This design comes from an exercise in tuning for small area, a short achievable clock period and few clock cycles per item on the open sky130 flow, not from production work.
RTL that was checked went through simulation tests only; none was proved equivalent to the original.
Only the layout flow was run in runs 1 and 4; the RTL was not checked for function there.
Power figures rest on the tool's default switching activity, not on a simulated workload.

## flow/design.v (module list and top-level ports; edited modules follow where they fit)
// module fp_mul_arbiter: 147 lines
// module mul24_csn: 1619 lines
// module bsel_cell: 4 lines
// module bsel1_cell: 3 lines
// module fa_cell: 4 lines
// module ha_cell: 4 lines
// module xnor_cell: 3 lines
// module or_cell: 3 lines
module fp_mul_arbiter #(
   parameter int unsigned CALC_CYCLES = 1
) (
   input  logic        clk,
   input  logic        rst,
   input  logic        req0_valid,
   input  logic        req1_valid,
   output logic        req0_ready,
   output logic        req1_ready,
   input  logic [31:0] req0_a,
   input  logic [31:0] req0_b,
   input  logic [31:0] req1_a,
   input  logic [31:0] req1_b,
   output logic        rsp_valid,
   input  logic        rsp_ready,
   output logic        rsp_id,
   output logic [31:0] rsp_data,
   output logic        busy
);
  // ...
==> flow/flow/run.sh <==
#!/bin/bash
set -euo pipefail
bash standard.sh "BUFFER_PORTS_ARGS=-buffer_cell sky130_fd_sc_hd__buf_1" SETUP_SLACK_MARGIN=5.7 finish > make.log 2>&1
==> flow/standard.sh <==
#!/bin/bash
# synth_recipe.tcl (not shown) runs the flow's synth.tcl, then flattens the netlist and writes it again
# the make line also repeats each setting of config.mk as NAME=value (left out here)
make -C /OpenROAD-flow-scripts/flow DESIGN_CONFIG=/design/flow/config.mk WORK_HOME=/design/flow/orfs CLKGATE_MAP_FILE= SYNTH_SCRIPT=/design/flow/synth_recipe.tcl "${@:-finish}"
==> flow/config.mk <==
export PLATFORM = sky130hd
export DESIGN_NAME = fp_mul_arbiter
export DESIGN_NICKNAME = fp_mul_arbiter
export VERILOG_FILES = /design/flow/design.v
export SDC_FILE = /design/flow/constraint.sdc
export NUM_CORES = 4
export LEC_CHECK = 0
export CAP_MARGIN = 20
export CORE_MARGIN = 2
export CORE_UTILIZATION = 55
export SETUP_SLACK_MARGIN = 5
export SLEW_MARGIN = 20
export SYNTH_HIERARCHICAL = 1
==> flow/constraint.sdc <==
create_clock -name core_clock -period 11.0 [get_ports {clk}]
set_input_delay 2.2000 -clock core_clock [delete_from_list [all_inputs] [get_ports {clk}]]
set_output_delay 2.2000 -clock core_clock [all_outputs]
set_load 0.01 [all_outputs]
==> flow_metrics.py, run 1 <==
metrics = {
    "place": {
        "dp.cells": 3003,
    },
    "finish": {
        "multi_input_area_share": 0.666,
        "reg_top3": "dr_q: 32 flops, cbn_q: 26 flops, sbn_q: 26 flops",
        "largest_reg_flops": 32,
    },
    "sta": {
        "worst_pin_slew_ns": 1.15,
        "post-route-period-util": 0.476,
    },
    "detailed_routing": {
        "routed_wl_um": 73700,
        "maxUsedRoutingLayer": "met5",
        "drc": 0,
        "wl_met1_um": 30300,
        "wl_met2_um": 32900,
        "met3_length_um": 8860,
    },
    "power_and_ir_drop": {
        "sw_frac_of_total": 0.496,
        "seq-power_w": 0.00135,
    },
    "floorplan": {
        "start_util": 0.560,
        "tapCellCount": 592,
        "die_h_um": 217,
    },
    "setup_path": {
        "path_depth": 14,
        "startpoint": "fb_q[17]",
    },
    "run_status": {
        "status": "no timing/DRC/antenna violations",
    },
    "yosys": {
        "synth_area_leaders": "fa_1 (39%), edfxtp_1 (19%), nand2_1 (11%), buf_6 (4.2%), ha_1 (3.1%)",
        "yosys.area_share.simple": 0.178,
    },
    "global_route": {
        "grtUsageMet3": 0.0674,
        "busiest_layer": "met2",
    },
    "clocking": {
        "hold_buffers": 0,
    },
}
==> module fp_mul_arbiter, before the edit <==
module fp_mul_arbiter #(
   parameter int unsigned CALC_CYCLES = 1
) (
   input  logic        clk,
   input  logic        rst,
   input  logic        req0_valid,
   input  logic        req1_valid,
   output logic        req0_ready,
   output logic        req1_ready,
   input  logic [31:0] req0_a,
   input  logic [31:0] req0_b,
   input  logic [31:0] req1_a,
   input  logic [31:0] req1_b,
   output logic        rsp_valid,
   input  logic        rsp_ready,
   output logic        rsp_id,
   output logic [31:0] rsp_data,
   output logic        busy
);
   logic        ptr_q;
   logic        adv, grant1, acc;
   logic        va_q, ida_q, sga_q, nana_q, infa_q, zeroa_q;
   logic [22:0] fa_q, fb_q;    
   logic [8:0]  esa_q;         
   logic        vb_q, idb_q, sgnb_q, nanb_q, infb_q, zerob_q;
   logic [25:0] sbn_q, cbn_q;  
   logic        cibn_q;        
   logic        stb_q;         
   logic [8:0]  esb_q;         
   logic        vr_q, idr_q;
   logic [31:0] dr_q;
   assign adv        = ~(vr_q & ~rsp_ready);
   assign grant1     = req1_valid & (~req0_valid | ptr_q);
   assign req0_ready = ~rst & adv & ~(req1_valid & ptr_q);
   assign req1_ready = ~rst & adv & (ptr_q | ~req0_valid);
   assign acc        = ~rst & adv & (req0_valid | req1_valid);
   assign rsp_valid = vr_q;
   assign rsp_id    = idr_q;
   assign rsp_data  = dr_q;
   assign busy      = va_q | vb_q | vr_q;
   logic [31:0] as, bs;
   logic [7:0]  e1, e2;
   logic        nan1, nan2, inf1, inf2, zero1, zero2;
   assign as    = grant1 ? req1_a : req0_a;
   assign bs    = grant1 ? req1_b : req0_b;
   assign e1    = as[30:23];
   assign e2    = bs[30:23];
   assign nan1  = (e1 == 8'hFF) && (as[22:0] != 23'd0);
   assign nan2  = (e2 == 8'hFF) && (bs[22:0] != 23'd0);
   assign inf1  = (e1 == 8'hFF) && (as[22:0] == 23'd0);
   assign inf2  = (e2 == 8'hFF) && (bs[22:0] == 23'd0);
   assign zero1 = (e1 == 8'd0);
   assign zero2 = (e2 == 8'd0);
   logic [22:0] f1, f2;
   logic [47:0] cs_sn, cs_cn;
   logic [23:0] lo;
   logic [23:0] za, zb;
   logic        low_zero;
   assign f1    = fa_q;
   assign f2    = fb_q;
   mul24_csn u_mul (.x(f1), .y(f2), .sn(cs_sn), .cn(cs_cn));
   assign lo = {cs_sn[21:0], 1'b1} + {cs_cn[21:0], 1'b1};
   always_comb begin
      za[0] = 1'b1;
      zb[0] = 1'b1;
      for (int k = 1; k < 24; k++) begin
         za[k] = za[k-1] & ~f1[k-1];
         zb[k] = zb[k-1] & ~f2[k-1];
      end
      low_zero = 1'b0;
      for (int k = 0; k <= 22; k++) low_zero = low_zero | (za[k] & zb[22-k]);
   end
   logic [26:0]       pbx;
   logic [25:0]       pb;     
   logic              p47, rnd0, rnd1, ovf0, ovf1;
   logic [22:0]       inc0, inc1;
   logic [9:0]        ex0, ex1, ex2;
   logic [31:0]       res;
   assign pbx  = {sbn_q, 1'b1} + {cbn_q, cibn_q};
   assign pb   = ~pbx[26:1];
   assign p47  = pb[25];
   assign inc0 = pb[23:1] + 23'd1;
   assign inc1 = pb[24:2] + 23'd1;
   assign rnd0 = pb[0] & (stb_q | pb[1]);
   assign rnd1 = pb[1] & (stb_q | pb[0] | pb[2]);
   assign ovf0 = rnd0 & (&pb[24:1]);
   assign ovf1 = rnd1 & (&pb[24:2]);
   assign ex0  = {1'b0, esb_q} - 10'd127;
   assign ex1  = {1'b0, esb_q} - 10'd126;
   assign ex2  = {1'b0, esb_q} - 10'd125;
   logic [2:0] hg, tn;
   assign hg[0] = ~ex0[9] & (ex0[8] | (&ex0[7:0]));
   assign hg[1] = ~ex1[9] & (ex1[8] | (&ex1[7:0]));
   assign hg[2] = ~ex2[9] & (ex2[8] | (&ex2[7:0]));
   assign tn[0] = ex0[9] | (ex0 == 10'd0);
   assign tn[1] = ex1[9] | (ex1 == 10'd0);
   assign tn[2] = ex2[9] | (ex2 == 10'd0);
   logic [31:0] res0, res1;
   always_comb begin
      if (nanb_q)                               res0 = 32'h7FC0_0000;
      else if (infb_q || (ovf0 ? hg[1] : hg[0])) res0 = {sgnb_q, 8'hFF, 23'd0};
      else if (zerob_q || (ovf0 ? tn[1] : tn[0])) res0 = {sgnb_q, 31'd0};
      else res0 = {sgnb_q, ovf0 ? ex1[7:0] : ex0[7:0], rnd0 ? inc0 : pb[23:1]};
      if (nanb_q)                               res1 = 32'h7FC0_0000;
      else if (infb_q || (ovf1 ? hg[2] : hg[1])) res1 = {sgnb_q, 8'hFF, 23'd0};
      else if (zerob_q || (ovf1 ? tn[2] : tn[1])) res1 = {sgnb_q, 31'd0};
      else res1 = {sgnb_q, ovf1 ? ex2[7:0] : ex1[7:0], rnd1 ? inc1 : pb[24:2]};
   end
   assign res = p47 ? res1 : res0;
   always_ff @(posedge clk) begin
      if (rst) begin
         ptr_q <= 1'b0;
         va_q  <= 1'b0;
         vb_q  <= 1'b0;
         vr_q  <= 1'b0;
      end else if (adv) begin
         if (acc) ptr_q <= ~grant1;
         va_q <= acc;
         vb_q <= va_q;
         vr_q <= vb_q;
      end
   end
   always_ff @(posedge clk) begin
      if (adv) begin
         ida_q   <= grant1;
         sga_q   <= as[31] ^ bs[31];
         fa_q    <= as[22:0];
         fb_q    <= bs[22:0];
         esa_q   <= {1'b0, e1} + {1'b0, e2};
         nana_q  <= nan1 | nan2 | (inf1 & zero2) | (zero1 & inf2);
         infa_q  <= inf1 | inf2;
         zeroa_q <= zero1 | zero2;
         idb_q   <= ida_q;
         sgnb_q  <= sga_q;
         nanb_q  <= nana_q;
         infb_q  <= infa_q;
         zerob_q <= zeroa_q;
         esb_q   <= esa_q;
         sbn_q   <= cs_sn[47:22];
         cbn_q   <= cs_cn[47:22];
         cibn_q  <= lo[23];
         stb_q   <= ~low_zero;
         idr_q   <= idb_q;
         dr_q    <= res;
      end
   end
endmodule
==> inputs of run 2 (changes only) <==
--- a/flow/design.v
+++ b/flow/design.v
@@ -19,17 +19,17 @@
 );
    logic        ptr_q;
    logic        adv, grant1, acc;
    logic        va_q, ida_q, sga_q, nana_q, infa_q, zeroa_q;
    logic [22:0] fa_q, fb_q;    
    logic [8:0]  esa_q;         
    logic        vb_q, idb_q, sgnb_q, nanb_q, infb_q, zerob_q;
    logic [25:0] sbn_q, cbn_q;  
-   logic        cibn_q;        
+   logic        cib_q;         
    logic        stb_q;         
    logic [8:0]  esb_q;         
    logic        vr_q, idr_q;
    logic [31:0] dr_q;
    assign adv        = ~(vr_q & ~rsp_ready);
    assign grant1     = req1_valid & (~req0_valid | ptr_q);
    assign req0_ready = ~rst & adv & ~(req1_valid & ptr_q);
    assign req1_ready = ~rst & adv & (ptr_q | ~req0_valid);
@@ -47,71 +47,76 @@
    assign e2    = bs[30:23];
    assign nan1  = (e1 == 8'hFF) && (as[22:0] != 23'd0);
    assign nan2  = (e2 == 8'hFF) && (bs[22:0] != 23'd0);
    assign inf1  = (e1 == 8'hFF) && (as[22:0] == 23'd0);
    assign inf2  = (e2 == 8'hFF) && (bs[22:0] == 23'd0);
    assign zero1 = (e1 == 8'd0);
    assign zero2 = (e2 == 8'd0);
    logic [22:0] f1, f2;
-   logic [47:0] cs_sn, cs_cn;
-   logic [23:0] lo;
+   logic [47:22] cs_sn, cs_cn;
+   logic         cs_ci;
    logic [23:0] za, zb;
    logic        low_zero;
    assign f1    = fa_q;
    assign f2    = fb_q;
-   mul24_csn u_mul (.x(f1), .y(f2), .sn(cs_sn), .cn(cs_cn));
-   assign lo = {cs_sn[21:0], 1'b1} + {cs_cn[21:0], 1'b1};
+   mul24_csn u_mul (.x(f1), .y(f2), .sn(cs_sn), .cn(cs_cn), .ci(cs_ci));
    always_comb begin
       za[0] = 1'b1;
       zb[0] = 1'b1;
       for (int k = 1; k < 24; k++) begin
          za[k] = za[k-1] & ~f1[k-1];
          zb[k] = zb[k-1] & ~f2[k-1];
       end
       low_zero = 1'b0;
       for (int k = 0; k <= 22; k++) low_zero = low_zero | (za[k] & zb[22-k]);
    end
    logic [26:0]       pbx;
    logic [25:0]       pb;     
-   logic              p47, rnd0, rnd1, ovf0, ovf1;
-   logic [22:0]       inc0, inc1;
-   logic [9:0]        ex0, ex1, ex2;
+   logic              p47, rnd0, rnd1, ovf0, ovf1, huge, tiny;
+   logic [22:0]       inc0, inc1, frac;
+   logic [9:0]        ex0, ex1, ex2, ex;
    logic [31:0]       res;
-   assign pbx  = {sbn_q, 1'b1} + {cbn_q, cibn_q};
+   assign pbx  = {sbn_q, 1'b1} + {cbn_q, ~cib_q};
    assign pb   = ~pbx[26:1];
    assign p47  = pb[25];
    assign inc0 = pb[23:1] + 23'd1;
    assign inc1 = pb[24:2] + 23'd1;
    assign rnd0 = pb[0] & (stb_q | pb[1]);
    assign rnd1 = pb[1] & (stb_q | pb[0] | pb[2]);
    assign ovf0 = rnd0 & (&pb[24:1]);
    assign ovf1 = rnd1 & (&pb[24:2]);
    assign ex0  = {1'b0, esb_q} - 10'd127;
    assign ex1  = {1'b0, esb_q} - 10'd126;
    assign ex2  = {1'b0, esb_q} - 10'd125;
    logic [2:0] hg, tn;
+   logic       sel2, sel1;
    assign hg[0] = ~ex0[9] & (ex0[8] | (&ex0[7:0]));
    assign hg[1] = ~ex1[9] & (ex1[8] | (&ex1[7:0]));
    assign hg[2] = ~ex2[9] & (ex2[8] | (&ex2[7:0]));
    assign tn[0] = ex0[9] | (ex0 == 10'd0);
    assign tn[1] = ex1[9] | (ex1 == 10'd0);
    assign tn[2] = ex2[9] | (ex2 == 10'd0);
-   logic [31:0] res0, res1;
+   assign sel2 = p47 & ovf1;
+   assign sel1 = p47 ? ~ovf1 : ovf0;
    always_comb begin
-      if (nanb_q)                               res0 = 32'h7FC0_0000;
-      else if (infb_q || (ovf0 ? hg[1] : hg[0])) res0 = {sgnb_q, 8'hFF, 23'd0};
-      else if (zerob_q || (ovf0 ? tn[1] : tn[0])) res0 = {sgnb_q, 31'd0};
-      else res0 = {sgnb_q, ovf0 ? ex1[7:0] : ex0[7:0], rnd0 ? inc0 : pb[23:1]};
-      if (nanb_q)                               res1 = 32'h7FC0_0000;
-      else if (infb_q || (ovf1 ? hg[2] : hg[1])) res1 = {sgnb_q, 8'hFF, 23'd0};
-      else if (zerob_q || (ovf1 ? tn[2] : tn[1])) res1 = {sgnb_q, 31'd0};
-      else res1 = {sgnb_q, ovf1 ? ex2[7:0] : ex1[7:0], rnd1 ? inc1 : pb[24:2]};
+      frac = p47 ? (rnd1 ? inc1 : pb[24:2]) : (rnd0 ? inc0 : pb[23:1]);
+      ex   = sel2 ? ex2 : (sel1 ? ex1 : ex0);
+      huge = sel2 ? hg[2] : (sel1 ? hg[1] : hg[0]);
+      tiny = sel2 ? tn[2] : (sel1 ? tn[1] : tn[0]);
+      if (nanb_q) begin
+         res = 32'h7FC0_0000;
+      end else if (infb_q || huge) begin
+         res = {sgnb_q, 8'hFF, 23'd0};
+      end else if (zerob_q || tiny) begin
+         res = {sgnb_q, 31'd0};
+      end else begin
+         res = {sgnb_q, ex[7:0], frac};
+      end
    end
-   assign res = p47 ? res1 : res0;
    always_ff @(posedge clk) begin
       if (rst) begin
          ptr_q <= 1'b0;
          va_q  <= 1'b0;
          vb_q  <= 1'b0;
          vr_q  <= 1'b0;
       end else if (adv) begin
          if (acc) ptr_q <= ~grant1;
@@ -133,28 +138,29 @@
          idb_q   <= ida_q;
          sgnb_q  <= sga_q;
          nanb_q  <= nana_q;
          infb_q  <= infa_q;
          zerob_q <= zeroa_q;
          esb_q   <= esa_q;
          sbn_q   <= cs_sn[47:22];
          cbn_q   <= cs_cn[47:22];
-         cibn_q  <= lo[23];
+         cib_q   <= cs_ci;
          stb_q   <= ~low_zero;
          idr_q   <= idb_q;
          dr_q    <= res;
       end
    end
 endmodule
 module mul24_csn (
    input  logic [22:0] x,
    input  logic [22:0] y,
-   output logic [47:0] sn,
-   output logic [47:0] cn
+   output logic [47:22] sn,
+   output logic [47:22] cn,
+   output logic        ci
 );
    wire w0 = ~(x[0] & y[0]);
    wire w1 = ~(x[1] & y[0]);
    wire w2 = ~(x[2] & y[0]);
    wire w3 = ~(x[3] & y[0]);
    wire w4 = ~(x[4] & y[0]);
    wire w5 = ~(x[5] & y[0]);
    wire w6 = ~(x[6] & y[0]);
@@ -1756,26 +1762,117 @@
    logic w1579, w1580;
    fa_cell f1581 (.a(w1570), .b(w1577), .c(w1572), .s(w1579), .co(w1580));
    logic w1581, w1582;
    fa_cell f1583 (.a(w527), .b(w573), .c(w550), .s(w1581), .co(w1582));
    logic w1583, w1584;
    fa_cell f1585 (.a(w1576), .b(w1581), .c(w1578), .s(w1583), .co(w1584));
    logic w1585, w1586;
    fa_cell f1587 (.a(w551), .b(w574), .c(w1582), .s(w1585), .co(w1586));
-   assign sn = {1'b1, 1'b0, w1585, w1583, w1579, w1573, w1556, w1544, w1543, w1529, w1496, w1476, w1454, w1430, w1404, w1403, w1346, w1314, w1280, w1244, w1206, w1205, w1124, w1080, w1077, w994, w954, w916, w880, w846, w814, w811, w756, w730, w706, w684, w681, w646, w643, w627, w613, w601, w591, w585, w577, w48, w1, w0};
-   assign cn = {1'b1, w1586, w1584, w1580, w1574, w1566, w1565, w1555, w1530, w1514, w1513, w1495, w1475, w1453, w1429, w1376, w1375, w1345, w1313, w1279, w1243, w1166, w1165, w1123, w1079, w1035, w993, w953, w915, w879, w845, w813, w783, w755, w729, w705, w683, w663, w645, w629, w615, w603, w593, w583, w579, w575, w24, 1'b1};
+   wire w1587 = ~w0;
+   wire w1588 = ~(w1 | w24);
+   wire w1589 = ~(w1 & w24);
+   wire w1590 = ~(w48 | w575);
+   wire w1591 = ~(w48 & w575);
+   wire w1592 = ~(w577 | w579);
+   wire w1593 = ~(w577 & w579);
+   wire w1594 = ~(w583 | w585);
+   wire w1595 = ~(w583 & w585);
+   wire w1596 = ~(w591 | w593);
+   wire w1597 = ~(w591 & w593);
+   wire w1598 = ~(w601 | w603);
+   wire w1599 = ~(w601 & w603);
+   wire w1600 = ~(w613 | w615);
+   wire w1601 = ~(w613 & w615);
+   wire w1602 = ~(w627 | w629);
+   wire w1603 = ~(w627 & w629);
+   wire w1604 = ~(w643 | w645);
+   wire w1605 = ~(w643 & w645);
+   wire w1606 = ~(w646 | w663);
+   wire w1607 = ~(w646 & w663);
+   wire w1608 = ~(w681 | w683);
+   wire w1609 = ~(w681 & w683);
+   wire w1610 = ~(w684 | w705);
+   wire w1611 = ~(w684 & w705);
+   wire w1612 = ~(w706 | w729);
+   wire w1613 = ~(w706 & w729);
+   wire w1614 = ~(w730 | w755);
+   wire w1615 = ~(w730 & w755);
+   wire w1616 = ~(w756 | w783);
+   wire w1617 = ~(w756 & w783);
+   wire w1618 = ~(w811 | w813);
+   wire w1619 = ~(w811 & w813);
+   wire w1620 = ~(w814 | w845);
+   wire w1621 = ~(w814 & w845);
+   wire w1622 = ~(w846 | w879);
+   wire w1623 = ~(w846 & w879);
+   wire w1624 = ~(w880 | w915);
+   wire w1625 = ~(w880 & w915);
+   wire w1626 = ~(w916 | w953);
+   wire w1627 = ~(w916 & w953);
+   wire w1628 = ~(w954 | w993);
+   wire w1629 = ~(w954 & w993);
+   logic w1630, w1631;
+   gp_cell m1632 (.gh(w1588), .ph(w1589), .gl(1'b0), .pl(w1587), .g(w1630), .p(w1631));
+   logic w1632, w1633;
+   gp_cell m1634 (.gh(w1590), .ph(w1591), .gl(w1630), .pl(w1631), .g(w1632), .p(w1633));
+   logic w1634, w1635;
+   gp_cell m1636 (.gh(w1592), .ph(w1593), .gl(w1632), .pl(w1633), .g(w1634), .p(w1635));
+   logic w1636, w1637;
+   gp_cell m1638 (.gh(w1594), .ph(w1595), .gl(w1634), .pl(w1635), .g(w1636), .p(w1637));
+   logic w1638, w1639;
+   gp_cell m1640 (.gh(w1596), .ph(w1597), .gl(w1636), .pl(w1637), .g(w1638), .p(w1639));
+   logic w1640, w1641;
+   gp_cell m1642 (.gh(w1598), .ph(w1599), .gl(w1638), .pl(w1639), .g(w1640), .p(w1641));
+   logic w1642, w1643;
+   gp_cell m1644 (.gh(w1600), .ph(w1601), .gl(w1640), .pl(w1641), .g(w1642), .p(w1643));
+   logic w1644, w1645;
+   gp_cell m1646 (.gh(w1602), .ph(w1603), .gl(w1642), .pl(w1643), .g(w1644), .p(w1645));
+   logic w1646, w1647;
+   gp_cell m1648 (.gh(w1604), .ph(w1605), .gl(w1644), .pl(w1645), .g(w1646), .p(w1647));
+   logic w1648, w1649;
+   gp_cell m1650 (.gh(w1606), .ph(w1607), .gl(w1646), .pl(w1647), .g(w1648), .p(w1649));
+   logic w1650, w1651;
+   gp_cell m1652 (.gh(w1608), .ph(w1609), .gl(w1648), .pl(w1649), .g(w1650), .p(w1651));
+   logic w1652, w1653;
+   gp_cell m1654 (.gh(w1612), .ph(w1613), .gl(w1610), .pl(w1611), .g(w1652), .p(w1653));
+   logic w1654, w1655;
+   gp_cell m1656 (.gh(w1616), .ph(w1617), .gl(w1614), .pl(w1615), .g(w1654), .p(w1655));
+   logic w1656, w1657;
+   gp_cell m1658 (.gh(w1652), .ph(w1653), .gl(w1650), .pl(w1651), .g(w1656), .p(w1657));
+   logic w1658, w1659;
+   gp_cell m1660 (.gh(w1618), .ph(w1619), .gl(w1654), .pl(w1655), .g(w1658), .p(w1659));
+   logic w1660, w1661;
+   gp_cell m1662 (.gh(w1622), .ph(w1623), .gl(w1620), .pl(w1621), .g(w1660), .p(w1661));
+   logic w1662, w1663;
+   gp_cell m1664 (.gh(w1658), .ph(w1659), .gl(w1656), .pl(w1657), .g(w1662), .p(w1663));
+   logic w1664, w1665;
+   gp_cell m1666 (.gh(w1626), .ph(w1627), .gl(w1624), .pl(w1625), .g(w1664), .p(w1665));
+   logic w1666, w1667;
+   gp_cell m1668 (.gh(w1660), .ph(w1661), .gl(w1662), .pl(w1663), .g(w1666), .p(w1667));
+   logic w1668, w1669;
+   gp_cell m1670 (.gh(w1628), .ph(w1629), .gl(w1664), .pl(w1665), .g(w1668), .p(w1669));
+   logic w1670, w1671;
+   gp_cell m1672 (.gh(w1668), .ph(w1669), .gl(w1666), .pl(w1667), .g(w1670), .p(w1671));
+   assign sn = {1'b1, 1'b0, w1585, w1583, w1579, w1573, w1556, w1544, w1543, w1529, w1496, w1476, w1454, w1430, w1404, w1403, w1346, w1314, w1280, w1244, w1206, w1205, w1124, w1080, w1077, w994};
+   assign cn = {1'b1, w1586, w1584, w1580, w1574, w1566, w1565, w1555, w1530, w1514, w1513, w1495, w1475, w1453, w1429, w1376, w1375, w1345, w1313, w1279, w1243, w1166, w1165, w1123, w1079, w1035};
+   assign ci = w1670;
 endmodule
 module bsel_cell (input logic one, input logic two, input logic neg, input logic a, input logic b,
                   output logic pn);
    assign pn = ~(((one & a) | (two & b)) ^ neg);
 endmodule
 module bsel1_cell (input logic one, input logic two, input logic a, input logic b, output logic pn);
    assign pn = (one & a) | (two & b);
 endmodule
+module gp_cell (input logic gh, input logic ph, input logic gl, input logic pl,
+                output logic g, output logic p);
+   assign g = gh | (ph & gl);
+   assign p = ph & pl;
+endmodule
 module fa_cell (input logic a, input logic b, input logic c, output logic s, output logic co);
    assign s  = a ^ b ^ c;
    assign co = (a & b) | (a & c) | (b & c);
 endmodule
 module ha_cell (input logic a, input logic b, output logic s, output logic co);
    assign s  = a ^ b;
    assign co = a & b;
 endmodule
==> flow/flow/run.sh (replaced) <==
#!/bin/bash
set -euo pipefail
bash standard.sh "BUFFER_PORTS_ARGS=-buffer_cell sky130_fd_sc_hd__buf_1" SETUP_SLACK_MARGIN=6.0 finish > make.log 2>&1
==> flow_metrics.py, run 2 <==
metrics = {
    "run": {
        "drv_cap": 0,
    },
    "global_route": {
        "grt_overflow": 0,
        "grt_pass1_vias": 19900,
        "grtUsageMet3": 0.0926,
        "grt_max_degree": 84,
        "track_usage": 0.313,
        "busiest_layer": "met2",
        "use_met2": 0.495,
        "antenna_found_initial": 1,
        "grt_first_pass_wirelength_um": 110000,
        "use_met1": 0.406,
    },
    "sta": {
        "fin_setup_tns_ns": 0,
        "setup_viol": 0,
        "fin_crit_ns": 5.06,
        "worst_pin_slew_ns": 1.06,
        "fmax_ghz": 0.198,
        "post-route-period-util": 0.460,
        "rsz0062_at_grt": "yes",
        "skew_ns": 0.0262,
        "drv_slew": 0,
        "hold_ws_ns": 0.416,
        "hold_viol": 0,
        "relSlewSlack": 0.295,
    },
    "power_and_ir_drop": {
        "peakVddDrop_v": 0.000298,
        "power_frac_seq": 0.133,
        "p_comb_frac": 0.802,
        "sw_frac_of_total": 0.495,
        "power.switching_w": 0.00494,
        "p_per_area_nw_per_um2": 386,
        "internal_power_w": 0.00503,
        "p_leak_nw": 9.11,
        "clkPwrFrac": 0.064,
    },
    "detailed_routing": {
        "wl_per_cell_um": 22.6,
        "routed-via-count": 18800,
        "drt_first_pass_iters": 7,
        "ant_nets": 0,
        "drtIter0Drc": 1630,
        "drc": 0,
        "routed_wl_um": 70000,
        "viasPerCell": 6.07,
    },
    "yosys": {
        "avgSynthCellArea_um2": 10.0,
        "syn-instance-count": 2448,
        "syn-cell-area_um2": 24600,
        "synth_warnings": 7,
    },
    "floorplan": {
        "die_area_um2": 46400,
        "fp.coreArea_um2": 44100,
        "std_cell_rows": 77,
        "start_util": 0.557,
        "io_pins": 170,
        "die_h_um": 215,
        "die_width_um": 215,
    },
    "finish": {
        "largest_register": "dr_q",
        "num-fill-cells": 3853,
        "largest_reg_flops": 32,
        "layout_common_cells": "nand2_1 (752), fa_1 (485), buf_1 (166)",
        "finalNetCount": 3157,
        "final_common_cell": "nand2_1",
        "reg_top3": "dr_q: 32 flops, cbn_q: 26 flops, sbn_q: 26 flops",
        "drive_gt1_frac": 0.0569,
        "synthToLayoutAreaGrowth_pct": 5.27,
    },
    "setup_path": {
        "crit_type": "in -> out",
        "crit_buf_inv": 3,
        "crit_fanout": 3,
        "path_cells": "buf_6 -> nor2b_4 -> clkinvlp_4 -> and3b_1 -> buf_2",
        "cp-end-kind": "output pin",
        "max_stage_delay_ns": 0.17,
        "crit_slowest_cell": "and3b_1",
        "crit_arrival_ns": 2.86,
        "path_delay_family": "buffers and inverters",
        "path_depth": 5,
        "required_ns": 8.80,
        "worst_r2r_path_depth": 13,
        "worst_setup_path_start_kind": "input pin",
    },
    "clocking": {
        "clock_sinks": 165,
        "cts_root_buf": "clkbuf_16",
        "h-tree-depth": 4,
        "cts_buffers": 17,
        "clk-insertion-delay-late_ns": 0.51,
        "cts_tree": "built",
        "cts_buffer_depth": 2,
        "clk_pin_slew_worst_paths_ns": 0.07,
    },
    "place": {
        "gp_congestion": 0.906,
        "io_buffers": 169,
        "dp_hpwl_um": 46700,
    },
    "run_status": {
        "status": "no timing/DRC/antenna violations",
    },
    "worst_hold_path": {
        "min_path_type": "reg -> reg",
        "whs_path_depth": 0,
    },
}
## run 2: per-layer routing
layer / vias to the layer above / wire length [µm]
li1: 8092 / -
met1: 9474 / 27800
met2: 1072 / 32700
met3: 197 / 6990
met4: 0 / 2510
met5: - / 0
## run 2: path summary, 6_finish.rpt
kind              startpoint         end  slack, ns
setup / recovery   rsp_ready  req1_ready       5.94
hold reg to reg     esa_q[3]    esb_q[3]       0.42
setup reg to reg    fa_q[11]       cib_q       6.15
hold / removal      esa_q[3]    esb_q[3]       0.42
## run 2: power by group through the flow
stage / Sequential, W / Combinational [W] / Clock (W)
final: 0.00133 / 0.00800 / 0.000640
after floorplan: 0.00135 / 0.00705 / 0
after CTS: 0.00133 / 0.00788 / 0.000652
after global routing: 0.00135 / 0.00899 / 0.000677
after global placement: 0.00134 / 0.00762 / 0
after detailed placement: 0.00134 / 0.00777 / 0
## run 2: worst register-to-register path: cells and delay by family, from the launching register on
family | cells | cell delay [ns]
AOI/OAI and AO/OA | 3 | 0.58
xor gates and xnor gates | 1 | 0.20
adders and majority gates | 6 | 2.91
buffers and inverters | 1 | 0.31
DFF | 1 | 0.35
and+or+nand+nor | 2 | 0.26
## run 2: timing repair
item / CTS / global route
gates resized for setup: 5 / 60
cloned: 1 / 0
buffers inserted: 4 / 2
hold buffers: 0 / 0
endpoints found under the setup margin: 27 / 37
## run 2: layout make-up
cell class                 count  area [µm²]  share of cell area
clock buffer                  17         425              0.0165
clock inverter                15         160             0.00619
antenna                        1        2.50           0.0000968
sequential                   165        4910               0.190
multi-input combinational   1998       18000               0.694
timing repair buffer         230        1330              0.0515
inverter                      86         327              0.0126
tap                          592         741              0.0286
## run 2: through the flow
stage                     setup WS (ns)  utilization  cells  instance area [µm²]  power (W)
final                              5.94        0.586   3104                25900    0.00997
after floorplan                    3.68            -   2450                24600    0.00840
after global placement             5.77        0.565   3064                24900    0.00896
after global routing               5.93        0.586   3103                25900     0.0110
after CTS                          5.96        0.580   3101                25600    0.00985
after detailed placement           5.68        0.565   3064                24900    0.00911
Testbench counts of run 2, summed over its fixed seeds: cycles 3,224, items 3,200.
==> inputs of run 3 (changes only) <==
==> flow/flow/run.sh (replaced) <==
#!/bin/bash
set -euo pipefail
bash standard.sh "BUFFER_PORTS_ARGS=-buffer_cell sky130_fd_sc_hd__buf_1" SETUP_SLACK_MARGIN=5.7 finish > make.log 2>&1
==> flow_metrics.py, run 3 <==
metrics = {
    "finish": {
        "final_cells": 3108,
        "multiInputGateArea_um2": 17900,
        "drive_gt1_frac": 0.0553,
        "largest_register": "dr_q",
        "largest_reg_flops": 32,
        "seqCellArea_um2": 4910,
        "finalNetCount": 3160,
        "layout_common_cells": "nand2_1 (752), fa_1 (485), buf_1 (169)",
        "num-fill-cells": 3881,
        "final_common_cell": "nand2_1",
        "reg_top3": "dr_q: 32 flops, cbn_q: 26 flops, sbn_q: 26 flops",
        "synthToLayoutAreaGrowth_pct": 4.27,
    },
    "clocking": {
        "h-tree-depth": 4,
        "clk-insertion-delay-late_ns": 0.51,
        "clk_pin_slew_worst_paths_ns": 0.07,
        "cts_tree": "built",
        "cts_buffer_depth": 2,
        "clock_sinks": 165,
        "cts_buffers": 17,
        "cts_root_buf": "clkbuf_16",
    },
    "sta": {
        "drv_slew": 0,
        "fin_crit_ns": 5.10,
        "worst_pin_slew_ns": 1.01,
        "rsz0062_at_grt": "no",
        "setup_viol": 0,
        "post-route-period-util": 0.464,
        "relSlewSlack": 0.326,
        "skew_ns": 0.0248,
        "hold_viol": 0,
        "fin_setup_tns_ns": 0,
        "fmax_ghz": 0.196,
        "worst_slack_ns": 5.90,
    },
    "setup_path": {
        "r2r_setup_slack_ns": 6.13,
        "required_ns": 8.80,
        "worst_setup_path_start_kind": "input pin",
        "crit_fanout": 5,
        "crit_arrival_ns": 2.90,
        "cp-end-kind": "output pin",
        "crit_type": "in -> out",
    },
    "place": {
        "dp_hpwl_um": 46400,
        "place_ws_ns": 5.27,
        "gp_congestion": 0.909,
        "io_buffers": 169,
        "dp.cells": 3063,
    },
    "floorplan": {
        "io_pins": 170,
        "die_width_um": 215,
        "fp.coreArea_um2": 44100,
        "start_util": 0.557,
        "die_h_um": 215,
        "die_area_um2": 46400,
        "std_cell_rows": 77,
    },
    "yosys": {
        "synth_warnings": 7,
        "avgSynthCellArea_um2": 10.0,
        "syn-cell-area_um2": 24600,
        "syn-instance-count": 2448,
    },
    "global_route": {
        "grt_pass1_vias": 19800,
        "grtUsageMet3": 0.0895,
        "grt_first_pass_wirelength_um": 108000,
        "busiest_layer": "met2",
        "use_met1": 0.395,
        "grt_overflow": 0,
        "grt_max_degree": 84,
        "track_usage": 0.307,
        "antenna_found_initial": 2,
        "use_met2": 0.490,
    },
    "detailed_routing": {
        "drtIter0Drc": 1646,
        "routed_wl_um": 68900,
        "routed-via-count": 18600,
        "wl_per_cell_um": 22.2,
        "drt_first_pass_iters": 7,
        "drc": 0,
        "ant_nets": 0,
        "viasPerCell": 5.98,
    },
    "run": {
        "drv_cap": 0,
    },
    "power_and_ir_drop": {
        "p_per_area_nw_per_um2": 384,
        "peakVddDrop_v": 0.000241,
        "p_leak_nw": 9.01,
    },
    "worst_hold_path": {
        "min_path_type": "reg -> reg",
    },
    "run_status": {
        "status": "no timing/DRC/antenna violations",
    },
}
[run 3: timing repair]
action,in CTS,in global routing
hold buffers,0,0
endpoints found under the setup margin,8,33
setup buffers,2,8
gates cloned,0,1
gates resized for setup,0,7
pin swaps,0,1
[run 3: through the flow]
step / util / area (µm²) / hold WS (ns) / total power [W]
floorplan: - / 24600 / 0.400 / 0.00840
global placement: 0.565 / 24900 / 0.401 / 0.00891
detailed placement: 0.565 / 24900 / 0.406 / 0.00912
CTS: 0.577 / 25500 / 0.408 / 0.00972
global route: 0.580 / 25600 / 0.422 / 0.0109
finish: 0.580 / 25600 / 0.404 / 0.00984
[run 3: worst paths after layout]
kind              from    endpoint  depth (start not counted)
min reg2reg   esa_q[3]    esb_q[3]                          0
min           esa_q[3]    esb_q[3]                          0
max          rsp_ready  req1_ready                          5
max reg2reg   fa_q[17]       cib_q                         13
[run 3: area by class of cell]
cell class | instances | area share
inverter | 86 | 0.0129
tap | 592 | 0.0289
multi-input combinational | 1998 | 0.700
clock inverter | 12 | 0.00366
antenna | 2 | 0.000195
clock buffer | 20 | 0.0170
timing repair buffer | 233 | 0.0453
sequential | 165 | 0.192
[run 3: critical path: stages]
cell	delay (ns)
buf_1	0.11
nor2b_4	0.19
clkinvlp_4	0.11
and3b_1	0.17
buf_1	0.12
[run 3: power by group]
| group | switching (W) | internal, W | leakage, nW |
|---|---|---|---|
| combinational | 0.00450 | 0.00344 | 7.01 |
| sequential | 0.000101 | 0.00123 | 1.75 |
| clock | 0.000282 | 0.000290 | 0.252 |
| total | 0.00488 | 0.00496 | 9.01 |
[run 3: routing by layer]
| layer | up-vias | share of wire |
|---|---|---|
| met2 | 996 | 0.47 |
| met1 | 9305 | 0.40 |
| li1 | 8098 | - |
| met4 | 0 | 0.037 |
| met3 | 183 | 0.096 |
| met5 | - | 0 |
==> inputs of run 4 (changes only) <==
--- a/flow/design.v
+++ b/flow/design.v
@@ -40,16 +40,24 @@
    assign busy      = va_q | vb_q | vr_q;
    logic [31:0] as, bs;
-   logic [7:0]  e1, e2;
-   logic        nan1, nan2, inf1, inf2, zero1, zero2;
-   assign as    = grant1 ? req1_a : req0_a;
-   assign bs    = grant1 ? req1_b : req0_b;
-   assign e1    = as[30:23];
-   assign e2    = bs[30:23];
-   assign nan1  = (e1 == 8'hFF) && (as[22:0] != 23'd0);
-   assign nan2  = (e2 == 8'hFF) && (bs[22:0] != 23'd0);
-   assign inf1  = (e1 == 8'hFF) && (as[22:0] == 23'd0);
-   assign inf2  = (e2 == 8'hFF) && (bs[22:0] == 23'd0);
-   assign zero1 = (e1 == 8'd0);
-   assign zero2 = (e2 == 8'd0);
+   logic [1:0]  nan_r, inf_r, zero_r;
+   always_comb begin
+      for (int r = 0; r < 2; r++) begin
+         logic [31:0] a, b;
+         logic        n1, n2, i1, i2, z1, z2;
+         a  = r ? req1_a : req0_a;
+         b  = r ? req1_b : req0_b;
+         n1 = (a[30:23] == 8'hFF) && (a[22:0] != 23'd0);
+         n2 = (b[30:23] == 8'hFF) && (b[22:0] != 23'd0);
+         i1 = (a[30:23] == 8'hFF) && (a[22:0] == 23'd0);
+         i2 = (b[30:23] == 8'hFF) && (b[22:0] == 23'd0);
+         z1 = (a[30:23] == 8'd0);
+         z2 = (b[30:23] == 8'd0);
+         nan_r[r]  = n1 | n2 | (i1 & z2) | (z1 & i2);
+         inf_r[r]  = i1 | i2;
+         zero_r[r] = z1 | z2;
+      end
+   end
+   assign as = grant1 ? req1_a : req0_a;
+   assign bs = grant1 ? req1_b : req0_b;
    logic [22:0] f1, f2;
    logic [47:22] cs_sn, cs_cn;
@@ -132,8 +140,8 @@
          fa_q    <= as[22:0];
          fb_q    <= bs[22:0];
-         esa_q   <= {1'b0, e1} + {1'b0, e2};
-         nana_q  <= nan1 | nan2 | (inf1 & zero2) | (zero1 & inf2);
-         infa_q  <= inf1 | inf2;
-         zeroa_q <= zero1 | zero2;
+         esa_q   <= {1'b0, as[30:23]} + {1'b0, bs[30:23]};
+         nana_q  <= grant1 ? nan_r[1] : nan_r[0];
+         infa_q  <= grant1 ? inf_r[1] : inf_r[0];
+         zeroa_q <= grant1 ? zero_r[1] : zero_r[0];
          idb_q   <= ida_q;
          sgnb_q  <= sga_q;
==> flow/flow/run.sh (replaced) <==
#!/bin/bash
set -euo pipefail
bash standard.sh "BUFFER_PORTS_ARGS=-buffer_cell sky130_fd_sc_hd__buf_1" SETUP_SLACK_MARGIN=6.0 finish > make.log 2>&1
==> flow_metrics.py, run 4 <==
metrics = {
    "power_and_ir_drop": {
        "p_per_area_nw_per_um2": 383,
        "peakVddDrop_v": 0.000425,
        "p_leak_nw": 9.21,
        "power_w": 0.0101,
    },
    "finish": {
        "reg_top3": "dr_q: 32 flops, cbn_q: 26 flops, sbn_q: 26 flops",
        "final_common_cell": "nand2_1",
        "multiInputGateArea_um2": 18300,
        "seqCellArea_um2": 4910,
        "largest_register": "dr_q",
        "layout_common_cells": "nand2_1 (780), fa_1 (482), buf_1 (167)",
        "num-fill-cells": 3877,
        "largest_reg_flops": 32,
        "final_cells": 3164,
        "synthToLayoutAreaGrowth_pct": 6.03,
        "drive_gt1_frac": 0.0732,
        "finalNetCount": 3215,
        "utilization": 0.594,
    },
    "setup_path": {
        "reg2reg_from": "fa_q[14]",
        "cp-end-kind": "output pin",
        "crit_type": "in -> out",
        "required_ns": 8.80,
        "worst_setup_path_start_kind": "input pin",
        "max_stage_delay_ns": 0.17,
        "crit_fanout": 3,
        "worstReg2RegEnd": "cib_q",
        "r2r_setup_slack_ns": 6.11,
        "crit_slowest_cell": "nor3_1",
        "startpoint": "req0_valid",
        "path_cells": "buf_1 -> nor2b_1 -> nor3_1 -> buf_2",
        "crit_arrival_ns": 2.77,
        "worst_r2r_path_depth": 13,
    },
    "sta": {
        "worst_pin_slew_ns": 0.927,
        "fin_setup_tns_ns": 0,
        "skew_ns": 0.0116,
        "hold_viol": 0,
        "rsz0062_at_grt": "yes",
        "fmax_ghz": 0.201,
        "drv_slew": 0,
        "relSlewSlack": 0.380,
        "fin_crit_ns": 4.97,
        "post-route-period-util": 0.452,
        "setup_viol": 0,
        "worst_slack_ns": 6.03,
    },
    "detailed_routing": {
        "viasPerCell": 6.16,
        "routed_wl_um": 73000,
        "ant_nets": 0,
        "wl_per_cell_um": 23.1,
        "drc": 0,
        "drt_first_pass_iters": 5,
        "routed-via-count": 19500,
        "drtIter0Drc": 1937,
    },
    "run_status": {
        "status": "no timing/DRC/antenna violations",
    },
    "global_route": {
        "antenna_found_initial": 4,
        "grt_overflow": 0,
        "grt_max_degree": 67,
        "grt_pass1_vias": 20700,
        "track_usage": 0.317,
        "grt_first_pass_wirelength_um": 113000,
    },
    "yosys": {
        "synth_warnings": 7,
        "syn-instance-count": 2496,
        "avgSynthCellArea_um2": 9.99,
        "syn-cell-area_um2": 24900,
    },
    "clocking": {
        "clk_pin_slew_worst_paths_ns": 0.06,
        "hold_buffers": 0,
        "cts_buffer_depth": 2,
        "clock_sinks": 165,
        "h-tree-depth": 4,
        "clk-insertion-delay-late_ns": 0.48,
        "cts_buffers": 17,
        "cts_root_buf": "clkbuf_16",
        "cts_tree": "built",
    },
    "place": {
        "dp.cells": 3101,
        "gp_congestion": 0.922,
        "io_buffers": 169,
        "place_ws_ns": 5.42,
        "dp_hpwl_um": 49500,
    },
    "floorplan": {
        "start_util": 0.560,
        "die_h_um": 217,
        "std_cell_rows": 77,
        "fp.coreArea_um2": 44500,
        "io_pins": 170,
        "die_width_um": 217,
        "die_area_um2": 47000,
    },
    "worst_hold_path": {
        "min_to": "esb_q[1]",
        "whs_path_depth": 0,
        "min_from": "esa_q[1]",
        "min_path_type": "reg -> reg",
    },
    "run": {
        "drv_cap": 0,
    },
}
[run 4: area by class of cell]
| type | count | area share |
|---|---|---|
| clock buffers | 17 | 0.0161 |
| clock inverters | 15 | 0.00625 |
| diodes | 3 | 0.000284 |
| multi-input cells | 2049 | 0.692 |
| well taps | 592 | 0.0280 |
| inverters | 76 | 0.0109 |
| repair buffers | 247 | 0.0607 |
| flip-flops and latches | 165 | 0.186 |
[run 4: timing repair]
action,CTS,global route
gates cloned,1,5
setup buffers,2,20
endpoints found under the setup margin,33,35
pin swaps,3,8
resized for setup,42,89
[run 4: worst max-delay path by stage]
stage and endpoint:
2_1_floorplan cbn_q[0], 3_3_place_gp dr_q[27], 3_5_place_dp dr_q[27], 4_1_cts dr_q[27]
5_1_grt dr_q[27], 6_report req1_ready
[run 4: layer usage]
| layer | routed length (µm) | share of wire | track usage |
|---|---|---|---|
| met5 | 13 | 0.00018 | 0 |
| met4 | 3010 | 0.041 | 0.129 |
| met2 | 33800 | 0.46 | 0.506 |
| met3 | 7430 | 0.10 | 0.0773 |
| met1 | 28700 | 0.39 | 0.420 |
[run 4: power by group]
| part | internal [W] | total, W | switching (W) |
|---|---|---|---|
| Clock | 0.000303 | 0.000596 | 0.000294 |
| Sequential | 0.00121 | 0.00130 | 0.0000925 |
| Combinational | 0.00355 | 0.00822 | 0.00467 |
[run 4: worst max-delay path, delay by kind of cell]
family,cells,cell delay (ns)
simple gates,2,0.32
buf+inv,2,0.25
[run 4: per-stage QoR]
| step | cell area [µm²] | hold slack, ns |
|---|---|---|
| after global routing | 26400 | 0.435 |
| final | 26400 | 0.422 |
| after floorplan | 24900 | 0.400 |
| after CTS | 25800 | 0.424 |
| after global placement | 25000 | 0.400 |
| after detailed placement | 25000 | 0.405 |
==> inputs of run 5 (changes only) <==
--- a/flow/design.v
+++ b/flow/design.v
@@ -32,6 +32,7 @@
    assign adv        = ~(vr_q & ~rsp_ready);
    assign grant1     = req1_valid & (~req0_valid | ptr_q);
-   assign req0_ready = ~rst & adv & ~(req1_valid & ptr_q);
-   assign req1_ready = ~rst & adv & (ptr_q | ~req0_valid);
+   ready_cell u_ready (.rst(rst), .rsp_ready(rsp_ready), .vr(vr_q), .ptr(ptr_q),
+                       .req0_valid(req0_valid), .req1_valid(req1_valid),
+                       .req0_ready(req0_ready), .req1_ready(req1_ready));
    assign acc        = ~rst & adv & (req0_valid | req1_valid);
    assign rsp_valid = vr_q;
@@ -159,4 +160,17 @@
    end
 endmodule
+module ready_cell (
+   input  logic rst,
+   input  logic rsp_ready,
+   input  logic vr,
+   input  logic ptr,
+   input  logic req0_valid,
+   input  logic req1_valid,
+   output logic req0_ready,
+   output logic req1_ready
+);
+   assign req0_ready = ~rst & (~vr | rsp_ready) & (~ptr | ~req1_valid);
+   assign req1_ready = ~rst & (~vr | rsp_ready) & (ptr | ~req0_valid);
+endmodule
 module mul24_csn (
    input  logic [22:0] x,
==> flow/flow/run.sh (replaced) <==
#!/bin/bash
set -euo pipefail
bash standard.sh "BUFFER_PORTS_ARGS=-buffer_cell sky130_fd_sc_hd__buf_1" SETUP_SLACK_MARGIN=5.7 finish > make.log 2>&1
==> flow_metrics.py, run 5 <==
metrics = {
    "run_status": {
        "status": "no timing/DRC/antenna violations",
    },
    "place": {
        "dp_hpwl_um": 51300,
        "gp_congestion": 0.914,
        "io_buffers": 169,
    },
    "floorplan": {
        "die_width_um": 215,
        "std_cell_rows": 77,
        "io_pins": 170,
        "die_area_um2": 46300,
        "start_util": 0.556,
        "die_h_um": 215,
        "fp.coreArea_um2": 44100,
    },
    "sta": {
        "fmax_ghz": 0.193,
        "fin_setup_tns_ns": 0,
        "rsz0062_at_grt": "yes",
        "setup_viol": 0,
        "worst_pin_slew_ns": 0.976,
        "post-route-period-util": 0.470,
        "hold_viol": 0,
        "skew_ns": 0.0219,
        "fin_crit_ns": 5.17,
        "relSlewSlack": 0.347,
        "drv_slew": 0,
    },
    "global_route": {
        "busiest_layer": "met2",
        "grt_first_pass_wirelength_um": 114000,
        "use_met1": 0.427,
        "grt_pass1_vias": 20400,
        "grt_overflow": 0,
        "grtUsageMet3": 0.0793,
        "use_met2": 0.528,
        "track_usage": 0.325,
        "antenna_found_initial": 2,
        "grt_max_degree": 69,
    },
    "detailed_routing": {
        "routed-via-count": 19000,
        "routed_wl_um": 73100,
        "drtIter0Drc": 1726,
        "viasPerCell": 6.08,
        "drt_first_pass_iters": 6,
        "ant_nets": 0,
        "drc": 0,
        "wl_per_cell_um": 23.4,
    },
    "clocking": {
        "cts_root_buf": "clkbuf_16",
        "h-tree-depth": 4,
        "hold_buffers": 0,
        "clk_pin_slew_worst_paths_ns": 0.07,
        "cts_buffers": 17,
        "cts_buffer_depth": 2,
        "cts_tree": "built",
        "clk-insertion-delay-late_ns": 0.48,
        "clock_sinks": 165,
    },
    "setup_path": {
        "crit_fanout": 2,
        "worst_setup_path_start_kind": "input pin",
        "crit_arrival_ns": 2.97,
        "crit_type": "in -> out",
        "worst_r2r_path_depth": 12,
        "cp-end-kind": "output pin",
        "required_ns": 8.80,
    },
    "yosys": {
        "syn-instance-count": 2456,
        "syn-cell-area_um2": 24500,
        "avgSynthCellArea_um2": 9.99,
        "synth_warnings": 7,
    },
    "finish": {
        "largest_reg_flops": 32,
        "layout_common_cells": "nand2_1 (802), fa_1 (485), buf_1 (169)",
        "multiInputGateArea_um2": 18100,
        "seqCellArea_um2": 4910,
        "reg_top3": "dr_q: 32 flops, cbn_q: 26 flops, sbn_q: 26 flops",
        "synthToLayoutAreaGrowth_pct": 4.44,
        "final_common_cell": "nand2_1",
        "utilization": 0.581,
        "num-fill-cells": 3904,
        "largest_register": "dr_q",
        "finalNetCount": 3174,
        "drive_gt1_frac": 0.0582,
    },
    "power_and_ir_drop": {
        "power_w": 0.00960,
        "p_per_area_nw_per_um2": 374,
        "p_leak_nw": 8.88,
        "peakVddDrop_v": 0.000384,
    },
    "worst_hold_path": {
        "whs_path_depth": 0,
        "min_path_type": "reg -> reg",
    },
    "run": {
        "drv_cap": 0,
    },
}
[run 5: cell count changes in the layout (fill, tap and decap cells not counted), sizes merged, moves of 9 or more]
cell,delta
nand2,+25
nor3,-21
buf,-16
nor2,+10
xnor2,+10
nand3,+9
[run 5: worst paths after layout]
kind | start | endpoint | slack, ns
worst max-delay path | rsp_ready | req0_ready | 5.83
worst min-delay path | esa_q[8] | esb_q[8] | 0.41
worst max register to register | fa_q[16] | cib_q | 5.95
worst min register to register | esa_q[8] | esb_q[8] | 0.41
[run 5: cell type report]
type	count	share of cell area
multi-input combinational	2037	0.705
tap	592	0.0289
timing repair buffer	226	0.0420
clock buffer	17	0.0166
antenna	1	0.0000976
sequential	165	0.192
clock inverter	14	0.00547
inverter	68	0.00996
[run 5: routing by layer]
metal	wire length, µm	part of all wire
met1	28800	0.39
met2	34600	0.47
met3	7040	0.096
met4	2650	0.036
met5	0	0
[run 5: through the flow]
step	std cells	hold slack, ns	cell area [µm²]	worst slack, ns
floorplan	2458	0.400	24500	6.14
global placement	3081	0.401	24900	5.37
detailed placement	3083	0.405	25000	5.36
CTS	3117	0.414	25600	5.82
global route	3120	0.429	25600	5.67
finish	3120	0.412	25600	5.83
[run 5: power by group]
part | switching (W) | internal [W]
sequential | 0.000100 | 0.00121
combinational | 0.00438 | 0.00331
clock | 0.000277 | 0.000316
[run 5: what timing repair did]
| item | CTS | global route |
|---|---|---|
| setup endpoints to repair | 22 | 23 |
| pin swaps | 1 | 1 |
| cloned | 0 | 1 |
| gates resized for setup | 6 | 3 |
| buffers inserted | 3 | 1 |
[run 5: worst max-delay path: stages]
cell and delay, ns:
buf_1 0.09, inv_1 0.06, a221oi_1 0.42, buf_1 0.20
Testbench counts of run 5, summed over its fixed seeds: cycles 3,224, items 3,200.
==> inputs of run 6 (changes only) <==
==> flow/flow/run.sh (replaced) <==
#!/bin/bash
set -euo pipefail
bash standard.sh "BUFFER_PORTS_ARGS=-buffer_cell sky130_fd_sc_hd__buf_1" SETUP_SLACK_MARGIN=6.2 finish > make.log 2>&1
==> flow_metrics.py, run 6 <==
metrics = {
    "setup_path": {
        "crit_slowest_cell": "a221oi_4",
        "required_ns": 8.80,
        "crit_fanout": 4,
        "crit_arrival_ns": 2.82,
        "path_cells": "buf_2 -> a221oi_4 -> buf_2",
        "max_stage_delay_ns": 0.29,
        "critical_path.most_common_cell": "buf_2",
        "crit_type": "in -> out",
        "worst_setup_path_start_kind": "input pin",
        "cp-end-kind": "output pin",
    },
    "finish": {
        "multiInputGateArea_um2": 18200,
        "finalInstanceArea_um2": 26900,
        "layout_common_cells": "nand2_1 (801), fa_1 (482), buf_1 (163)",
        "finalNetCount": 3225,
        "largest_reg_flops": 32,
        "seqCellArea_um2": 4910,
        "drive_gt1_frac": 0.0861,
        "largest_register": "dr_q",
        "diodes": 0,
        "final_common_cell": "nand2_1",
        "synthToLayoutAreaGrowth_pct": 9.77,
        "reg_top3": "dr_q: 32 flops, cbn_q: 26 flops, sbn_q: 26 flops",
        "num-fill-cells": 3774,
    },
    "clocking": {
        "clk-insertion-delay-late_ns": 0.49,
        "clock_sinks": 165,
        "cts_buffers": 17,
        "h-tree-depth": 4,
        "cts_root_buf": "clkbuf_16",
        "cts_buffer_depth": 2,
        "cts_tree": "built",
        "clk_pin_slew_worst_paths_ns": 0.06,
        "hold_buffers": 0,
    },
    "sta": {
        "hold_viol": 0,
        "rsz0062_at_grt": "yes",
        "fin_setup_tns_ns": 0,
        "drv_slew": 0,
        "hold_ws_ns": 0.415,
        "worst_pin_slew_ns": 0.932,
        "setup_viol": 0,
        "relSlewSlack": 0.376,
        "skew_ns": 0.0301,
        "fin_crit_ns": 5.02,
        "fmax_ghz": 0.199,
        "post-route-period-util": 0.456,
    },
    "place": {
        "place_area_um2": 24900,
        "gp_congestion": 0.990,
        "dp_hpwl_um": 50500,
        "io_buffers": 169,
    },
    "power_and_ir_drop": {
        "peakVddDrop_v": 0.000424,
        "p_per_area_nw_per_um2": 369,
        "p_leak_nw": 9.51,
    },
    "floorplan": {
        "die_h_um": 215,
        "fp.coreArea_um2": 44100,
        "die_area_um2": 46300,
        "die_width_um": 215,
        "start_util": 0.556,
        "io_pins": 170,
        "std_cell_rows": 77,
    },
    "global_route": {
        "grt_first_pass_wirelength_um": 114000,
        "grt_pass1_vias": 20400,
        "grt_overflow": 0,
        "grt_max_degree": 68,
        "antenna_found_initial": 1,
        "track_usage": 0.324,
    },
    "worst_hold_path": {
        "min_path_type": "reg -> reg",
    },
    "run": {
        "drv_cap": 0,
    },
    "detailed_routing": {
        "wl_per_cell_um": 24.4,
        "routed-via-count": 19500,
        "drt_first_pass_iters": 8,
        "ant_nets": 0,
        "viasPerCell": 6.15,
        "routed_wl_um": 77300,
        "drtIter0Drc": 2123,
        "drc": 0,
    },
    "run_status": {
        "status": "no timing/DRC/antenna violations",
    },
    "yosys": {
        "avgSynthCellArea_um2": 9.99,
        "syn-instance-count": 2456,
        "syn-cell-area_um2": 24500,
        "synth_warnings": 7,
    },
}
run 6: final timing paths:
kind         slack, ns  cells past startpoint         end        from
min reg2reg       0.42                      0      infb_q      infa_q
min               0.42                      0      infb_q      infa_q
max               5.98                      3  req0_ready  req1_valid
max reg2reg       6.28                     10    cbn_q[3]    fb_q[18]
run 6: critical path, delay by kind of cell:
family | cells | cell delay, ns
AO/OA/AOI/OAI | 1 | 0.29
buffers and inverters | 2 | 0.33
run 6: area by class of cell:
class,instances,area share
tap,592,0.0275
timing repair buffer,277,0.0846
clock buffer,17,0.0158
clock inverter,15,0.00599
sequential,165,0.182
inverter,68,0.00957
multi-input combinational,2037,0.674
run 6: layer usage:
layer	wire, µm	global-route usage
met1	28700	0.423
met2	35600	0.523
met3	9900	0.0870
met4	3050	0.120
met5	0	0
run 6: through the flow:
| step | power, W | util | std cells | worst slack (ns) |
|---|---|---|---|---|
| 4_1_cts | 0.00966 | 0.585 | 3125 | 5.98 |
| 2_1_floorplan | 0.00821 | - | 2458 | 6.17 |
| 5_1_grt | 0.0109 | 0.611 | 3171 | 5.98 |
| 3_5_place_dp | 0.00893 | 0.565 | 3080 | 5.35 |
| 6_report | 0.00994 | 0.611 | 3171 | 5.98 |
| 3_3_place_gp | 0.00878 | 0.565 | 3080 | 5.39 |
run 6: repair_timing:
action,in CTS,in global routing
setup buffers,12,28
pin swaps,5,8
resized for setup,43,112
gates cloned,1,18
endpoints found under the setup margin,49,39
run 6: report_power, final:
group          internal (W)  switching (W)
sequential          0.00122       0.000104
clock              0.000302       0.000296
combinational       0.00351        0.00451
==> inputs of run 7 (changes only) <==
==> flow/flow/run.sh (replaced) <==
#!/bin/bash
set -euo pipefail
bash standard.sh "BUFFER_PORTS_ARGS=-buffer_cell sky130_fd_sc_hd__buf_1" SETUP_SLACK_MARGIN=6.0 finish > make.log 2>&1
--- a/flow/config.mk
+++ b/flow/config.mk
@@ -9,4 +9,5 @@
 export CORE_MARGIN = 2
 export CORE_UTILIZATION = 55
+export PLACE_DENSITY = 0.75
 export SETUP_SLACK_MARGIN = 5
 export SLEW_MARGIN = 20
==> flow_metrics.py, run 7 <==
metrics = {
    "global_route": {
        "grt_pass1_vias": 20600,
        "grt_first_pass_wirelength_um": 109000,
        "antenna_found_initial": 0,
        "grt_max_degree": 68,
        "track_usage": 0.303,
        "grt_overflow": 0,
    },
    "finish": {
        "finalInstanceArea_um2": 25900,
        "reg_top3": "dr_q: 32 flops, cbn_q: 26 flops, sbn_q: 26 flops",
        "num-fill-cells": 3735,
        "largest_register": "dr_q",
        "finalNetCount": 3195,
        "layout_common_cells": "nand2_1 (802), fa_1 (485), buf_1 (166)",
        "final_common_cell": "nand2_1",
        "largest_reg_flops": 32,
        "drive_gt1_frac": 0.0702,
        "synthToLayoutAreaGrowth_pct": 5.59,
    },
    "run_status": {
        "status": "no timing/DRC/antenna violations",
    },
    "setup_path": {
        "worst_setup_path_start_kind": "input pin",
        "required_ns": 8.80,
        "crit_fanout": 2,
        "crit_slowest_cell": "a221oi_2",
        "max_stage_delay_ns": 0.28,
        "crit_arrival_ns": 2.77,
        "path_cells": "buf_6 -> inv_2 -> a221oi_2 -> buf_2",
        "crit_buf_inv": 3,
        "cp-end-kind": "output pin",
        "path_delay_family": "buffers and inverters",
        "crit_type": "in -> out",
    },
    "detailed_routing": {
        "routed-via-count": 19400,
        "wl_per_cell_um": 22.0,
        "drtIter0Drc": 2171,
        "ant_nets": 0,
        "drt_first_pass_iters": 6,
        "viasPerCell": 6.17,
        "drc": 0,
        "routed_wl_um": 69100,
    },
    "place": {
        "dp_hpwl_um": 48100,
        "io_buffers": 169,
        "place_area_um2": 24900,
        "gp_congestion": 1.01,
    },
    "sta": {
        "hold_ws_ns": 0.419,
        "rsz0062_at_grt": "yes",
        "relSlewSlack": 0.336,
        "post-route-period-util": 0.452,
        "fin_setup_tns_ns": 0,
        "fin_crit_ns": 4.97,
        "fmax_ghz": 0.201,
        "worst_pin_slew_ns": 0.993,
        "hold_viol": 0,
        "setup_viol": 0,
        "skew_ns": 0.0219,
        "drv_slew": 0,
    },
    "floorplan": {
        "fp.coreArea_um2": 44100,
        "die_width_um": 215,
        "std_cell_rows": 77,
        "io_pins": 170,
        "die_h_um": 215,
        "start_util": 0.556,
        "die_area_um2": 46300,
    },
    "clocking": {
        "clock_sinks": 165,
        "cts_tree": "built",
        "clk_pin_slew_worst_paths_ns": 0.06,
        "cts_buffer_depth": 2,
        "h-tree-depth": 4,
        "cts_root_buf": "clkbuf_16",
        "clk-insertion-delay-late_ns": 0.46,
        "cts_buffers": 17,
    },
    "yosys": {
        "synth_warnings": 7,
        "syn-cell-area_um2": 24500,
        "syn-instance-count": 2456,
        "avgSynthCellArea_um2": 9.99,
    },
    "run": {
        "drv_cap": 0,
    },
    "power_and_ir_drop": {
        "peakVddDrop_v": 0.000461,
        "p_leak_nw": 9.03,
        "clkPwrFrac": 0.056,
        "p_per_area_nw_per_um2": 375,
        "power_frac_seq": 0.134,
        "p_comb_frac": 0.809,
        "internal_power_w": 0.00490,
        "sw_frac_of_total": 0.496,
        "power.switching_w": 0.00482,
    },
    "worst_hold_path": {
        "min_path_type": "reg -> reg",
    },
}
-- run 7: worst paths after layout --
path / from / endpoint / slack [ns] / cells after the start
setup reg to reg: fa_q[10] / cib_q / 6.10 / 13
hold reg to reg: ida_q / idb_q / 0.42 / 0
hold / removal: ida_q / idb_q / 0.42 / 0
setup / recovery: rsp_ready / req1_ready / 6.03 / 4
-- run 7: final cells by class --
class / instances / area (µm²) / area share
diodes: 1 / 2.50 / 0.0000966
clock buffers: 19 / 433 / 0.0167
clock inverters: 13 / 101 / 0.00391
inverters: 68 / 255 / 0.00985
multi-input cells: 2037 / 18100 / 0.699
flip-flops and latches: 165 / 4910 / 0.190
well taps: 592 / 741 / 0.0286
repair buffers: 247 / 1350 / 0.0519
-- run 7: timing repair --
item | CTS | global route
buffers inserted | 13 | 17
setup endpoints to repair | 39 | 37
endpoints found under the hold margin | 0 | 0
hold buffers | 0 | 0
gates cloned | 1 | 0
gates resized for setup | 15 | 18
pin swaps | 4 | 6
-- run 7: metrics by stage --
| step | util | setup WS (ns) | cells | power (W) |
|---|---|---|---|---|
| 6_report | 0.587 | 6.03 | 3142 | 0.00972 |
| 5_1_grt | 0.587 | 5.97 | 3141 | 0.0106 |
| 4_1_cts | 0.581 | 6.00 | 3124 | 0.00949 |
| 3_5_place_dp | 0.565 | 5.28 | 3078 | 0.00883 |
| 3_3_place_gp | 0.565 | 5.50 | 3078 | 0.00856 |
| 2_1_floorplan | - | 6.14 | 2458 | 0.00821 |
-- run 7: layer usage --
layer,GRT usage,vias to the layer above,part of all wire
met1,0.381,9497,0.36
met4,0.133,0,0.045
met5,0,-,0
li1,-,8139,-
met2,0.485,1455,0.47
met3,0.0967,305,0.13
-- run 7: worst register-to-register path, cell delays in order (launching register included) --
cell and delay [ns]:
edfxtp_1 0.33, buf_4 0.41, nand2_1 0.16, fa_1 0.44
fa_1 0.48, fa_1 0.47, fa_1 0.53, fa_1 0.56
fa_1 0.46, xnor2_1 0.25, nand2_1 0.12, a21o_1 0.17
a21o_1 0.17, a21o_1 0.14
-- run 7: power groups by stage --
stage / clock, W / combinational (W) / sequential (W)
6_report: 0.000548 / 0.00786 / 0.00131
5_1_grt: 0.000581 / 0.00870 / 0.00133
4_1_cts: 0.000558 / 0.00761 / 0.00132
3_5_place_dp: 0 / 0.00750 / 0.00134
3_3_place_gp: 0 / 0.00723 / 0.00133
2_1_floorplan: 0 / 0.00689 / 0.00132
==> inputs of run 8 (changes only) <==
--- a/flow/config.mk
+++ b/flow/config.mk
@@ -9,5 +9,4 @@
 export CORE_MARGIN = 2
 export CORE_UTILIZATION = 55
-export PLACE_DENSITY = 0.75
 export SETUP_SLACK_MARGIN = 5
 export SLEW_MARGIN = 20
==> flow_metrics.py, run 8 <==
metrics = {
    "sta": {
        "rsz0062_at_grt": "no",
        "skew_ns": 0.0248,
        "post-route-period-util": 0.453,
        "drv_slew": 0,
        "relSlewSlack": 0.343,
        "fin_setup_tns_ns": 0,
        "fmax_ghz": 0.201,
        "worst_pin_slew_ns": 0.981,
        "fin_crit_ns": 4.98,
        "setup_viol": 0,
        "hold_viol": 0,
    },
    "floorplan": {
        "die_h_um": 215,
        "fp.coreArea_um2": 44100,
        "start_util": 0.556,
        "die_area_um2": 46300,
        "std_cell_rows": 77,
        "io_pins": 170,
        "die_width_um": 215,
    },
    "detailed_routing": {
        "drt_first_pass_iters": 7,
        "wl_per_cell_um": 23.4,
        "routed-via-count": 19000,
        "routed_wl_um": 73300,
        "drc": 0,
        "ant_nets": 0,
        "drtIter0Drc": 1681,
        "viasPerCell": 6.06,
    },
    "setup_path": {
        "reg2reg_from": "fa_q[11]",
        "crit_fanout": 4,
        "startpoint": "req1_valid",
        "cp-end-kind": "output pin",
        "crit_arrival_ns": 2.78,
        "required_ns": 8.80,
        "crit_type": "in -> out",
        "worst_setup_path_start_kind": "input pin",
    },
    "clocking": {
        "clk_pin_slew_worst_paths_ns": 0.07,
        "cts_buffer_depth": 2,
        "cts_buffers": 17,
        "cts_root_buf": "clkbuf_16",
        "h-tree-depth": 4,
        "cts_tree": "built",
        "clock_sinks": 165,
        "clk-insertion-delay-late_ns": 0.48,
    },
    "finish": {
        "num-fill-cells": 3899,
        "finalInstanceArea_um2": 25800,
        "largest_register": "dr_q",
        "drive_gt1_frac": 0.0646,
        "seqCellArea_um2": 4910,
        "multiInputGateArea_um2": 18100,
        "layout_common_cells": "nand2_1 (802), fa_1 (485), buf_1 (165)",
        "final_common_cell": "nand2_1",
        "reg_top3": "dr_q: 32 flops, cbn_q: 26 flops, sbn_q: 26 flops",
        "synthToLayoutAreaGrowth_pct": 5.23,
        "utilization": 0.585,
        "largest_reg_flops": 32,
        "finalNetCount": 3184,
    },
    "place": {
        "dp_hpwl_um": 51300,
        "io_buffers": 169,
        "place_area_um2": 25000,
        "gp_congestion": 0.914,
    },
    "run_status": {
        "status": "no timing/DRC/antenna violations",
    },
    "yosys": {
        "syn-cell-area_um2": 24500,
        "avgSynthCellArea_um2": 9.99,
        "syn-instance-count": 2456,
        "synth_warnings": 7,
    },
    "global_route": {
        "grt_pass1_vias": 20400,
        "antenna_found_initial": 3,
        "grt_max_degree": 69,
        "grt_first_pass_wirelength_um": 114000,
        "grt_overflow": 0,
        "track_usage": 0.326,
    },
    "power_and_ir_drop": {
        "p_per_area_nw_per_um2": 374,
        "peakVddDrop_v": 0.000406,
        "p_leak_nw": 8.98,
    },
    "run": {
        "drv_cap": 0,
    },
    "worst_hold_path": {
        "min_path_type": "reg -> reg",
        "min_from": "esa_q[8]",
    },
}
[run 8: per-stage QoR]
stage / cells / power, W / hold WS (ns) / setup slack [ns]
floorplan: 2458 / 0.00821 / 0.400 / 6.14
global placement: 3081 / 0.00878 / 0.401 / 5.37
detailed placement: 3083 / 0.00893 / 0.405 / 5.36
CTS: 3119 / 0.00966 / 0.414 / 6.00
global route: 3131 / 0.0107 / 0.429 / 6.00
finish: 3131 / 0.00966 / 0.410 / 6.02
[run 8: final cells by class]
cell class,instances,share of cell area
Tap cell,592,0.0287
Multi-Input combinational cell,2037,0.701
Clock buffer,17,0.0165
Antenna cell,2,0.000194
Sequential cell,165,0.190
Inverter,68,0.00998
Clock inverter,14,0.00543
Timing Repair Buffer,236,0.0484
[run 8: worst paths after layout]
path | endpoint | slack [ns] | depth (start not counted)
max | req0_ready | 6.02 | 3
min | esb_q[8] | 0.41 | 0
max reg2reg | cib_q | 6.13 | 13
min reg2reg | esb_q[8] | 0.41 | 0
[run 8: report_power, final]
| part | leakage (nW) | switching (W) | total (W) | internal, W |
|---|---|---|---|---|
| Clock | 0.269 | 0.000277 | 0.000592 | 0.000316 |
| Combinational | 6.97 | 0.00441 | 0.00776 | 0.00335 |
| Sequential | 1.75 | 0.0000944 | 0.00131 | 0.00121 |
| Total | 8.98 | 0.00478 | 0.00966 | 0.00488 |
[run 8: worst max-delay path, cell delays in order]
cell and delay, ns:
buf_2 0.14, a221oi_4 0.26, buf_2 0.18
[run 8: what timing repair did]
action / 4_1_cts / 5_1_grt
cloned: 1 / 1
endpoints found under the setup margin: 34 / 38
pin swaps: 3 / 7
gates resized for setup: 19 / 12
hold buffers: 0 / 0
hold endpoints to repair: 0 / 0
setup buffers: 4 / 9
[run 8: layer usage]
layer / global-route usage / share of wire / routed length, µm
met1: 0.429 / 0.39 / 28400
met5: 0 / 0 / 0
met2: 0.528 / 0.47 / 34700
met3: 0.0804 / 0.10 / 7380
met4: 0.121 / 0.037 / 2700

Setup slack of run 8, layout unchanged: 6.020 ns with ideal ports, 5.937 ns with driving cells assumed (clock clkbuf_16, inputs buf_2), 5.800 ns with port delays also shifted by the 0.522 ns mid clock arrival.
